Source: an optimization exercise on an open RTL-to-GDS flow (aim: a short achievable clock period and few clock cycles per item). Production flows keep margins and buffers that such runs may drop.
At most, simulation tests tie the RTL to the original design; equivalence was not proved.
For run 1, only the layout was checked, not whether the RTL still works.
The flow treats the clock pin as an ideal source, which a real chip does not have.
Power is estimated from default activity; no workload was simulated.

==> flow/design.v (outline; a module is shown in full before it is edited, if it fits) <==
// module exec_alu: 57 lines
// module exec_mult: 1767 lines
// module complete_arbiter: 35 lines
// module complete_sorter: 80 lines
// module ex_stage: 110 lines
module ex_stage (
	input  logic                                      clock,
	input  logic                                      reset,
	input  logic [2-1:0]                 issue_valid,
	input  logic [2*2-1:0]               issue_unit,
	input  logic [2*3-1:0]               issue_op,
	input  logic [2*32-1:0]        issue_a,
	input  logic [2*32-1:0]        issue_b,
	input  logic [2*5-1:0]    issue_rob,
	input  logic [2*6-1:0]     issue_pr,
	output logic [2-1:0]              complete_valid,
	output logic [2*5-1:0] complete_rob,
	output logic [2*6-1:0]  complete_pr,
	output logic [2*32-1:0]     complete_value,
	output logic [3-1:0]                    unit_busy
);
  // ...
==> flow/flow/run.sh <==
#!/bin/bash
set -euo pipefail
here=$(pwd)
export POST_CTS_TCL=$here/flow/post_cts.tcl
bash standard.sh ADDER_MAP_FILE= finish > $here/standard_flow.log 2>&1
==> flow/flow/post_cts.tcl <==
proc clk_collapse { maxport } {
  set block [ord::get_db_block]
  set cnet [$block findNet clock]
  while {1} {
    set loads {}
    foreach it [$cnet getITerms] { if {[$it isInputSignal]} { lappend loads $it } }
    set others [llength $loads]
    set best ""
    foreach it $loads {
      set inst [$it getInst]
      if {![string match "sky130_fd_sc_hd__clkbuf_*" [[$inst getMaster] getName]]} { continue }
      set n 0
      foreach o [[[$inst findITerm X] getNet] getITerms] { if {[$o isInputSignal]} { incr n } }
      if {$others - 1 + $n <= $maxport} { set best $inst; break }
    }
    if {$best eq ""} { break }
    set onet [[$best findITerm X] getNet]
    set sinks {}
    foreach o [$onet getITerms] { if {[$o isInputSignal]} { lappend sinks $o } }
    foreach o $sinks { $o disconnect; $o connect $cnet }
    puts "clk_collapse: removed [$best getName], the clock port now feeds [expr {$others - 1 + [llength $sinks]}] pins"
    [$best findITerm A] disconnect
    odb::dbInst_destroy $best
    odb::dbNet_destroy $onet
  }
}
clk_collapse 4
estimate_parasitics -placement
report_clock_latency
==> flow/standard.sh <==
#!/bin/bash
# synth_recipe.tcl (not shown) runs the flow's synth.tcl, then flattens the netlist and writes it again
# the make line also repeats each setting of config.mk as NAME=value (left out here)
make -C /OpenROAD-flow-scripts/flow DESIGN_CONFIG=/design/flow/config.mk WORK_HOME=/design/flow/orfs CLKGATE_MAP_FILE= SYNTH_SCRIPT=/design/flow/synth_recipe.tcl "${@:-finish}"
==> flow/config.mk <==
export PLATFORM = sky130hd
export DESIGN_NAME = ex_stage
export DESIGN_NICKNAME = ex_stage
export VERILOG_FILES = /design/flow/design.v
export SDC_FILE = /design/flow/constraint.sdc
export NUM_CORES = 4
export LEC_CHECK = 0
export ABC_CLOCK_PERIOD_IN_PS = 1500
export CAP_MARGIN = 20
export CORE_MARGIN = 2
export CORE_UTILIZATION = 50
export CTS_BUF_LIST = sky130_fd_sc_hd__clkbuf_16
export CTS_CLUSTER_DIAMETER = 80
export CTS_CLUSTER_SIZE = 25
export SETUP_SLACK_MARGIN = 4.6
export SLEW_MARGIN = 20
export TNS_END_PERCENT = 100
==> flow/constraint.sdc <==
create_clock -name core_clock -period 6.5 [get_ports {clock}]
set_input_delay 1.3000 -clock core_clock [delete_from_list [all_inputs] [get_ports {clock}]]
set_output_delay 1.3000 -clock core_clock [all_outputs]
set_load 0.01 [all_outputs]
==> flow_metrics.env, run 1 <==
export IMPL_synth_compound_area_frac=0.156
export IMPL_ir_drop_mv=0.458
export IMPL_wl_mm=157
export IMPL_cp_buffers_inverters=1
export IMPL_seqCellArea_sq_um=17200
export IMPL_drive_above_1_share=0.380
export IMPL_worstHoldStart="sorter_i.rob_q[8]"
export IMPL_p_int_mw=15.6
export IMPL_fin_cells=5806
export IMPL_drcViolationCount=0
export IMPL_synth_edf_count=0
export IMPL_critPathLaunchType="flip-flop"
export IMPL_worst_setup_path_end_kind="output port"
export IMPL_status="finished clean"
export IMPL_num_clock_buffers=45
export IMPL_antenna_found_initial=14
export IMPL_path_clk_slew_ns=0.10
export IMPL_busiest_layer="met2"
export IMPL_topRoutingLayerUsed="met5"
export IMPL_final_max_slew_viol_count=0
export IMPL_cp_required_ns=5.20
export IMPL_finalClockSkew_ns=0.0300
export IMPL_seq_cell_count=838
export IMPL_synth_xor_area_frac=0.207
export IMPL_detail_route_antenna_nets=0
export IMPL_p_per_area_nw_per_um2=489
export IMPL_nonClkBufAreaFrac=0.125
export IMPL_wl_per_cell_um=27.0
export IMPL_grt_setup_unrepaired="yes"
export IMPL_fin_crit_ns=2.22
export IMPL_via_per_inst=5.99
==> module ex_stage, before the edit <==
module ex_stage (
	input  logic                                      clock,
	input  logic                                      reset,
	input  logic [2-1:0]                 issue_valid,
	input  logic [2*2-1:0]               issue_unit,
	input  logic [2*3-1:0]               issue_op,
	input  logic [2*32-1:0]        issue_a,
	input  logic [2*32-1:0]        issue_b,
	input  logic [2*5-1:0]    issue_rob,
	input  logic [2*6-1:0]     issue_pr,
	output logic [2-1:0]              complete_valid,
	output logic [2*5-1:0] complete_rob,
	output logic [2*6-1:0]  complete_pr,
	output logic [2*32-1:0]     complete_value,
	output logic [3-1:0]                    unit_busy
);
	localparam int NW  = 2;
	localparam int NS  = 2;
	localparam int XL  = 32;
	localparam int RB  = 5;
	localparam int PB  = 6;
	logic [NW-1:0]    mul1_q;
	logic [NW*3-1:0]  op1_q;
	logic [NW*XL-1:0] a1_q, b1_q;
	logic [NW*RB-1:0] rob1_q;
	logic [NW*PB-1:0] pr1_q;
	logic             msel;
	assign msel = issue_valid[1] && (issue_unit[3:2] == ex_pkg::UNIT_MULT);
	always_ff @(posedge clock) begin
		for (int w = 0; w < NW; w++)
			mul1_q[w] <= issue_valid[w] && (issue_unit[w*2 +: 2] == ex_pkg::UNIT_MULT);
		op1_q  <= issue_op;
		a1_q   <= issue_a;
		b1_q   <= issue_b;
		rob1_q <= issue_rob;
		pr1_q  <= issue_pr;
	end
	assign unit_busy = '0;
	logic [NS-1:0] sv1_q;
	logic          swap;
	complete_arbiter arbiter_i (
		.clock(clock), .reset(reset),
		.lane_valid(issue_valid), .lane_rob(issue_rob),
		.slot_valid_q(sv1_q), .swap(swap)
	);
	ex_pkg::xlen_t row_x, row_y;
	exec_mult mult_i (
		.clock(clock), .sel(msel),
		.a(issue_a), .b(issue_b),
		.row_x(row_x), .row_y(row_y)
	);
	logic [NW*XL-1:0] lx, ly;
	logic [NW-1:0]    lc;
	for (genvar w = 0; w < NW; w++) begin : g_alu
		exec_alu alu_i (
			.clock(clock),
			.issue_a(issue_a[w*XL +: XL]), .issue_b(issue_b[w*XL +: XL]),
			.op(op1_q[w*3 +: 3]),
			.a(a1_q[w*XL +: XL]), .b(b1_q[w*XL +: XL]),
			.x(lx[w*XL +: XL]), .y(ly[w*XL +: XL]), .cin(lc[w])
		);
	end
	logic [NS-1:0]    sv2_q;
	logic [NS-1:0]    smul2_q;
	logic [NS*RB-1:0] srob2_q;
	logic [NS*PB-1:0] spr2_q;
	logic [NS*XL-1:0] sx2_q, sy2_q;
	logic [NS-1:0]    sc2_q;
	always_ff @(posedge clock) begin
		if (reset)
			sv2_q <= '0;
		else
			sv2_q <= sv1_q;
	end
	always_ff @(posedge clock) begin
		for (int s = 0; s < NS; s++) begin
			if (swap) begin
				smul2_q[s]          <= mul1_q[1-s];
				srob2_q[s*RB +: RB] <= rob1_q[(1-s)*RB +: RB];
				spr2_q[s*PB +: PB]  <= pr1_q[(1-s)*PB +: PB];
				sx2_q[s*XL +: XL]   <= lx[(1-s)*XL +: XL];
				sy2_q[s*XL +: XL]   <= ly[(1-s)*XL +: XL];
				sc2_q[s]            <= lc[1-s];
			end else begin
				smul2_q[s]          <= mul1_q[s];
				srob2_q[s*RB +: RB] <= rob1_q[s*RB +: RB];
				spr2_q[s*PB +: PB]  <= pr1_q[s*PB +: PB];
				sx2_q[s*XL +: XL]   <= lx[s*XL +: XL];
				sy2_q[s*XL +: XL]   <= ly[s*XL +: XL];
				sc2_q[s]            <= lc[s];
			end
		end
	end
	logic [NS*XL-1:0] slot_x, slot_y;
	logic [NS-1:0]    slot_cin;
	always_comb begin
		for (int s = 0; s < NS; s++) begin
			slot_x[s*XL +: XL] = smul2_q[s] ? row_x : sx2_q[s*XL +: XL];
			slot_y[s*XL +: XL] = smul2_q[s] ? row_y : sy2_q[s*XL +: XL];
			slot_cin[s]        = !smul2_q[s] && sc2_q[s];
		end
	end
	complete_sorter sorter_i (
		.clock(clock), .reset(reset),
		.slot_valid(sv2_q), .slot_rob(srob2_q), .slot_pr(spr2_q),
		.slot_x(slot_x), .slot_y(slot_y), .slot_cin(slot_cin),
		.complete_valid(complete_valid), .complete_rob(complete_rob),
		.complete_pr(complete_pr), .complete_value(complete_value)
	);
endmodule
==> inputs of run 2 (changes only) <==
--- a/flow/design.v
+++ b/flow/design.v
@@ -2004,5 +2004,8 @@
 		pr1_q  <= issue_pr;
 	end
-	assign unit_busy = '0;
+	logic [3-1:0] busy_q;
+	always_ff @(posedge clock)
+		busy_q <= {3{reset}};
+	assign unit_busy = busy_q;
 	logic [NS-1:0] sv1_q;
 	logic          swap;
==> run 2 against run 1 <==
Clock skew increased by 0.018 ns. Critical path depth unchanged. Critical path type unchanged. Count of clock-buffer cells in the layout unchanged. Highest routed layer unchanged. Utilization decreased by 0.42 points. Final cell count decreased by 0.50%. Via count decreased by 0.47%.
==> flow_metrics.env, run 2 <==
export IMPL_status="finished clean"
export IMPL_rows=104
export IMPL_drt_pass1_iterations=6
export IMPL_clkSinkCount=839
export IMPL_via_per_inst=5.99
export IMPL_top_register="mult_i.tree1_q"
export IMPL_synth_common_cells="839 x dfxtp_1, 763 x xnor2_1, 402 x nand2_1, 317 x a22oi_1, 249 x nor2_1"
export IMPL_tightest_slew_ns=1.04
export IMPL_most_common_layout_cells="635 x dfxtp_1, 549 x xnor2_1, 369 x nand2_1, 251 x a22oi_1, 226 x nor2_1"
export IMPL_wl_per_cell_um=26.8
export IMPL_syn_inst=4335
export IMPL_yosysMostFrequentCell="dfxtp_1"
export IMPL_timing_rr_start="mult_i.tree1_q[157]"
export IMPL_fin_crit_sh=0.344
export IMPL_timing_final_hold_violations=0
export IMPL_critPathLaunch="sorter_i.complete_value[62]"
export IMPL_r2r_end="sorter_i.g_slot[0].p_q[31]"
export IMPL_r2r_cells=6
export IMPL_synth_area_leader_cell="dfxtp_1"
export IMPL_hold_end="sorter_i.complete_pr[11]"
export IMPL_grtUsageTotal=0.336
export IMPL_path_class="flip-flop to output port"
export IMPL_die_y_um=290
export IMPL_post_dp_hpwl_mm=94.0
export IMPL_cp_required_ns=5.20
export IMPL_cts_tree="yes"
export IMPL_fp_dieW_um=290
export IMPL_worst_setup_path_end_kind="output port"
export IMPL_ir_drop_mv=0.516
export IMPL_async_reset_ff_frac=0
export IMPL_fin_area_sq_um=54100
export IMPL_p_per_area_nw_per_um2=486
export IMPL_grt_ovfl_total=0
export IMPL_worstPathMaxFanout=1
export IMPL_setup_tns_final_ns=0
export IMPL_drive_above_1_share=0.371
export IMPL_yosysSeqAreaShare=0.410
export IMPL_portBuffers=254
export IMPL_hp_class="flip-flop to flip-flop"
export IMPL_finalClockSkew_ns=0.0483
export IMPL_cap_violations=0
export IMPL_r2r_setup_slack_ns=4.33
export IMPL_io_pins=255
export IMPL_grt_setup_unrepaired="yes"
export IMPL_syn_area_sq_um=40900
export IMPL_die_area_sq_um=84200
export IMPL_final_max_slew_viol_count=0
export IMPL_ys_warn_count=5
export IMPL_final_common_cell="dfxtp_1"
export IMPL_max_slew_margin=0.299
export IMPL_ys_seq_elements=839
export IMPL_cp_cell_sequence="buf_6"
export IMPL_via_count=34600
export IMPL_cp_buffers_inverters=1
export IMPL_cp_arrival_ns=0.93
export IMPL_cp_slowest_cell="dfxtp_4"
export IMPL_synth_ff_type="dfxtp_1"
export IMPL_netlist_cell_type_count=70
export IMPL_grt_pass1_vias=31200
export IMPL_fmax_ghz=0.448
export IMPL_wl_mm=155
export IMPL_insertion_delay_ns=0.46
export IMPL_globalplace_congestion=0.889
export IMPL_detail_route_antenna_nets=0
export IMPL_critPathLaunchType="flip-flop"
export IMPL_fin_crit_ns=2.23
export IMPL_worstHoldStart="sorter_i.pr_q[11]"
export IMPL_critical_path_top_delay_family="flip-flops"
export IMPL_grt_max_degree=91
export IMPL_drt_initial_drc_count=3674
export IMPL_drcViolationCount=0
export IMPL_finalSetupViolCount=0
export IMPL_area_delta_synth_final_pct=32.1
export IMPL_fillers=6237
export IMPL_antenna_found_initial=20
export IMPL_synth_top_area_share=0.410
export IMPL_syn_area_per_cell_sq_um=9.44
export IMPL_synth_edf_count=0
export IMPL_critical_path_max_stage_delay_ns=0.37
export IMPL_path_clk_slew_ns=0.09
export IMPL_min_path_cells=0
export IMPL_grt_pass1_wl_mm=211
export IMPL_fp_coreArea_sq_um=80800
export IMPL_ys_top_cells_by_area="dfxtp_1 41%, xnor2_1 16%, a22oi_1 5.8%"
export IMPL_largest_register_ffs=167
export IMPL_start_util=0.507
export IMPL_p_leak_nw=21.5
export IMPL_fin_nets=4848
export IMPL_dpl_cell_area_sq_um=44100
export IMPL_path_depth=1
-- run 2: per-layer routing --
metal	share of wire	global-route usage
met1	0.40	0.456
met2	0.43	0.508
met3	0.11	0.0895
met4	0.060	0.137
met5	0.00050	0
-- run 2: worst max path at each step --
| stage | end |
|---|---|
| floorplan | g_alu[1].alu_i.glt_q[2] |
| global placement | mult_i.mcand_q[23] |
| detailed placement | mult_i.mcand_q[24] |
| global route | complete_value[62] |
| finish | complete_value[62] |
-- run 2: power by group --
part / internal, mW / switching [mW] / leakage (nW)
Clock: 1.41 / 1.84 / 0.712
Sequential: 6.33 / 1.05 / 7.07
Combinational: 7.56 / 8.07 / 13.7
Total: 15.3 / 11.0 / 21.5
-- run 2: logic make-up after synthesis --
group,count (synthesis),share of synthesized area
AOI/OAI and AO/OA,943,0.156
xor gates and xnor gates,950,0.207
adders and majority gates,196,0.0481
buffers and inverters,372,0.0368
DFF,839,0.410
muxes,213,0.0567
and+or+nand+nor,822,0.0842
-- run 2: through the flow --
stage	hold slack (ns)	instances	util	setup slack (ns)	power (mW)
detailed placement	0.312	5392	0.546	2.91	16.8
floorplan	0.310	4335	-	4.21	13.8
global route	0.331	5772	0.669	4.24	27.3
finish	0.326	5777	0.669	4.27	26.3
global placement	0.310	5392	0.546	2.94	16.8
-- run 2: final cells by class --
class                           instances  area (sq um)  share of cell area
Multi-Input combinational cell       3132         27300               0.504
Timing Repair Buffer                  593          6460               0.119
Inverter                               69           285             0.00527
Sequential cell                       839         17200               0.319
Clock buffer                           45          1130              0.0208
Tap cell                             1060          1330              0.0245
Clock inverter                         24           328             0.00606
Antenna cell                           11          27.5            0.000509
Timing Repair inverter                  4          42.5            0.000787
Testbench counts of run 2, summed over its fixed seeds: cycles 2,451, items 4,800.

afterwards: timing with drivers on the ports:
The flow's constraints put no driver on any port. The routed layouts listed below were extracted and timed again, unchanged, in two steps.
Step 1 assumes that a clkbuf_16 drives the clock port and a buf_2 every other input.
Step 2 adds t to the input delays and takes it off the output delays; t is the mean of the earliest and latest rising clock arrival at the registers after step 1. Input paths then give back, and output paths get back, about the clock's delay inside the block.
Three values: ideal, step 1, step 2; two values: the first two.
| run | t, ns | setup WS [ns] | latest minus earliest clock arrival (ns) |
|---|---|---|---|
| run 1 | 0.582 | 4.284 / 4.137 / 3.936 | 0.030 / 0.030 |
| run 2 | 0.577 | 4.267 / 4.131 / 3.980 | 0.049 / 0.049 |
After both steps setup and hold are still met in every run listed. For run 1, which loses most, drivers alone change the setup slack by -0.147 ns; drivers and shift together by -0.348 ns.
